From an optimization exercise on the open Yosys and OpenROAD flow, aimed at small area and a short achievable clock period; shortcuts taken in it are not production practice. RTL that was checked went through simulation tests only; none was proved equivalent to the original. Power and IR drop assume default switching activity.

v36:
## exec_core
module exec_core (
	input  logic                            clk,
	input  logic                            rst_n,
	input  logic                            instr_valid,
	input  logic [exec_pkg::data_w-1:0]     instr,
	input  logic                            dump_start,
	output logic                            busy,
	output logic                            illegal,	 
	output logic                            dump_valid,
	output logic [exec_pkg::reg_addr_w-1:0] dump_addr,
	output logic [exec_pkg::data_w-1:0]     dump_data
);
Settings: LEC_CHECK=0, CAP_MARGIN=20, CORE_MARGIN=2, CORE_UTILIZATION=40, SLEW_MARGIN=20; clock period 9.0 ns.
run.sh (not shown) runs the stock make flow with config.mk's settings and CLKGATE_MAP_FILE= SYNTH_SCRIPT=/design/flow/synth_recipe.tcl, a recipe that flattens the netlist after the stock synthesis.
v36: PASS, flow complete, no timing, DRC or antenna violations
Setup changes, v36 to v22
-- flow/config.mk --
<<< v36, line 8
export CAP_MARGIN = 20
>>> v22, line 8
export CAP_MARGIN = 0
<<< v36, line 10
export CORE_UTILIZATION = 40
export SLEW_MARGIN = 20
>>> v22, line 10
export CORE_UTILIZATION = 60
export SETUP_SLACK_MARGIN = 3
export SLEW_MARGIN = 0
Findings:
[v22] total wire length fell 7200 um relative to v36
The die area reported for v22 is smaller than that of v36 by about 33%.
Taking v36 as the reference, in v22 hold slack -0.0048 ns, clock network contribution to total cell area -0.27 points.
Of v22 and v36, v22 shows the lower depth of the critical timing path with buffers and inverters included, with v36 above it.
Compared with v36, v22 shows via count of the routed design higher by 709.
v22 vs v36, timing startpoint of the critical path: instr_valid vs instr[22]
[compare] base=v36 new=v22: total power went down about 1.7%, proportion of layout cells with a drive suffix above 1 lost 0.74 points.
Changes in v40 relative to v22:
-- flow/config.mk --
<<< v22, line 11
export SETUP_SLACK_MARGIN = 3
>>> v40, line 11
==> summary.txt <==
- Going from v22 to v40, the number of optimization iterations in the first detailed-route pass was found to have gone up by 1.
- Between v22 and v40, the maximum frequency is higher for v22.
- Changes observed in v40 relative to v22: internal power of the cells stayed essentially flat; actual transition at the worst max-transition pin rose by 0.034 ns; final instance count without filler cells stayed essentially flat; total wirelength of the detailed-routed design stayed essentially flat.
- Between v22 and v40, the wire length of the first global-routing pass does not differ in any meaningful way.
- In terms of final cell area excluding filler cells, v22 and v40 differ only marginally.
Function was not checked in any run of this note: the RTL went through the layout flow alone.


exec_core, a different RTL version from the one above (not shown whole).
For scale: ~1200 flip-flops, roughly 50000 um^2 of cells after synthesis.
clock: 9.0 ns
lec_check: 0
cap_margin: 10
core_margin: 2
core_utilization: 52
slew_margin: 10
standard.sh (not shown) runs the stock make flow with config.mk's settings and CLKGATE_MAP_FILE= SYNTH_SCRIPT=/design/flow/synth_recipe.tcl, a recipe that flattens the netlist after the stock synthesis.
==> flow/flow/run.sh <==
#!/bin/bash
set -euo pipefail
export SETUP_SLACK_MARGIN=6.0
export CTS_ARGS="-sink_clustering_enable -repair_clock_nets -buf_list sky130_fd_sc_hd__clkbuf_8 -sink_clustering_size 16 -sink_clustering_max_diameter 50 -dont_use_dummy_load"
bash standard.sh > standard.log 2>&1
The baseline finished clean.
Edit:
==> flow/flow/run.sh (replaced) <==
#!/bin/bash
set -euo pipefail
export SETUP_SLACK_MARGIN=6.0
bash standard.sh > standard.log 2>&1
--- a/flow/config.mk
+++ b/flow/config.mk
@@ -10 +10,4 @@
-export CORE_UTILIZATION = 52
+export CORE_UTILIZATION = 45
+export CTS_BUF_LIST = sky130_fd_sc_hd__clkbuf_8
+export CTS_CLUSTER_DIAMETER = 50
+export CTS_CLUSTER_SIZE = 16
Cell count rose by about 6%.
Wire length shrinks by about 2.7%.
Synthesized area is unchanged.
Critical path depth rises by 1.
Edit:
--- a/flow/flow/run.sh
+++ b/flow/flow/run.sh
@@ -3,0 +4 @@
+export CTS_ARGS="-sink_clustering_enable -repair_clock_nets -buf_list sky130_fd_sc_hd__clkbuf_8 -sink_clustering_size 16 -sink_clustering_max_diameter 50 -dont_use_dummy_load"
--- a/flow/config.mk
+++ b/flow/config.mk
@@ -10,4 +10 @@
-export CORE_UTILIZATION = 45
-export CTS_BUF_LIST = sky130_fd_sc_hd__clkbuf_8
-export CTS_CLUSTER_DIAMETER = 50
-export CTS_CLUSTER_SIZE = 16
+export CORE_UTILIZATION = 60
Effect:
- total power came out lower by 3.9%
- clock power falls by 17%
- wire length decreases by 1.5%
- area after synthesis stays the same
Edit:
==> flow/flow/run.sh (replaced) <==
#!/bin/bash
set -euo pipefail
export SETUP_SLACK_MARGIN=6.3
bash standard.sh > standard.log 2>&1
--- a/flow/config.mk
+++ b/flow/config.mk
@@ -10 +10,4 @@
-export CORE_UTILIZATION = 60
+export CORE_UTILIZATION = 45
+export CTS_BUF_LIST = sky130_fd_sc_hd__clkbuf_8
+export CTS_CLUSTER_DIAMETER = 50
+export CTS_CLUSTER_SIZE = 16
Result: Wire length climbs by 3.1%; design area rose by 4.6%; worst setup slack gets worse by 0.036 ns; maximum frequency falls by 1.1%; power is higher by 6.9%.


Another version of the RTL of exec_core (not shown whole).
For scale: roughly 3400 cells after synthesis, ~1200 flip-flops, about 76 I/O pins, roughly 50000 µm² of cells after synthesis.
// exec_core
module exec_core (
	input  logic                            clk,
	input  logic                            rst_n,
	input  logic                            instr_valid,
	input  logic [exec_pkg::data_w-1:0]     instr,
	input  logic                            dump_start,
	output logic                            busy,
	output logic                            illegal,	 
	output logic                            dump_valid,
	output logic [exec_pkg::reg_addr_w-1:0] dump_addr,
	output logic [exec_pkg::data_w-1:0]     dump_data
);
export LEC_CHECK = 0
export CAP_MARGIN = 10
export CORE_MARGIN = 2
export CORE_UTILIZATION = 45
export CTS_BUF_LIST = sky130_fd_sc_hd__clkbuf_4
export CTS_CLUSTER_DIAMETER = 40
export CTS_CLUSTER_SIZE = 8
export SETUP_SLACK_MARGIN = 5
export SLEW_MARGIN = 10
create_clock -name core_clock -period 9.0 [get_ports {clk}]
run.sh (not shown) runs the stock make flow with config.mk's settings and CLKGATE_MAP_FILE= SYNTH_SCRIPT=/design/flow/synth_recipe.tcl, a recipe that flattens the netlist after the stock synthesis.
Stock flow here: none of the scripts above is used.
Then changed:
==> flow/flow/run.sh (new file) <==
#!/bin/bash
set -euo pipefail
export SETUP_SLACK_MARGIN=6.0
bash standard.sh > standard.log 2>&1
==> flow/standard.sh (new file) <==
#!/bin/bash
# synth_recipe.tcl (not shown) runs the flow's synth.tcl, then flattens the netlist and writes it again
# the make line also repeats each setting of config.mk as NAME=value (left out here)
make -C /OpenROAD-flow-scripts/flow DESIGN_CONFIG=/design/flow/config.mk WORK_HOME=/design/flow/orfs CLKGATE_MAP_FILE= SYNTH_SCRIPT=/design/flow/synth_recipe.tcl "${@:-finish}"
Settings changed: CTS_BUF_LIST sky130_fd_sc_hd__clkbuf_4 to not set, CTS_CLUSTER_DIAMETER 40 to not set, CTS_CLUSTER_SIZE 8 to not set, SETUP_SLACK_MARGIN 5 to not set.
removed: flow/run.sh
What happened:
- register-to-register slack is better by 620 ps
- hold slack is worse by 5.0 ps
- routed wire length grows slightly
- cell count grows slightly
- synthesized area does not change
- setup slack is better by 620 ps
- design area grows by a little under a tenth
Then changed:
Settings changed: CTS_BUF_LIST set to sky130_fd_sc_hd__clkbuf_4, CTS_CLUSTER_DIAMETER set to 40, CTS_CLUSTER_SIZE set to 8.
After rerunning: Cell area came out lower by 2.8%. Hold slack stays flat. Setup slack is worse by 160 ps. Power came out lower by 8.6%. Sequential power hardly moves. Clock skew came out higher by 52 ps. Sequential share of layout area came out higher by 1.7 points. Die area stays the same. Global-route usage came out higher by 0.22 points. Synthesized cell count does not change.
No functional check of the RTL was part of any run of this note.

## port drivers added, routing unchanged
No port has a modelled driver above. Below, the same layouts with a new extraction and two added sets of constraints. Step 1 assumes that a clkbuf_16 drives the clock port and a buf_2 every other input. Step 2 moves the port delays by t, midway between the first and last clock arrival at a register: inputs arrive t later, outputs are due t later. That takes back most of the time a late clock gives input paths. Slacks: ideal ports / drivers / drivers and shift; pairs: ideal ports / drivers.
| run | shift t [ns] | setup WS [ns] | worst hold slack (ns) | worst slew at a driven data input, ns |
|---|---|---|---|---|
| v36 | 0.780 | 2.681 / 2.702 / 1.950 | 0.445 / 0.445 / 0.445 | 0.11 |
| v22 | 0.768 | 3.129 / 3.176 / 2.407 | 0.440 / 0.440 / 0.440 | 0.04 |
| v40 | 0.773 | 2.076 / 2.076 / 1.729 | 0.440 / 0.440 / 0.440 | 0.05 |
| the first run of note 2 | 0.837 | 5.912 / 5.857 / 5.214 | 0.324 / 0.324 / 0.324 | 0.04 |
| the second run of note 2 | 0.869 | 5.841 / 5.834 / 5.234 | 0.336 / 0.336 / 0.336 | 0.04 |
| the third run of note 2 | 0.826 | 5.834 / 5.834 / 5.235 | 0.342 / 0.342 / 0.342 | 0.04 |
| the fourth run of note 2 | 0.905 | 5.798 / 5.798 / 5.401 | 0.348 / 0.348 / 0.348 | 0.05 |
| the first run of note 3 | 1.201 | 5.034 / 5.019 / 4.204 | 0.344 / 0.344 / 0.344 | 0.06 |
| the second run of note 3 | 0.799 | 5.658 / 5.658 / 5.113 | 0.339 / 0.339 / 0.339 | 0.06 |
| the third run of note 3 | 1.196 | 5.501 / 5.459 / 4.932 | 0.339 / 0.339 / 0.339 | 0.05 |
After both steps every run listed still meets setup and hold. For the first run of note 3, which loses most, drivers alone change the setup slack by -0.015 ns; drivers and shift together by -0.830 ns.
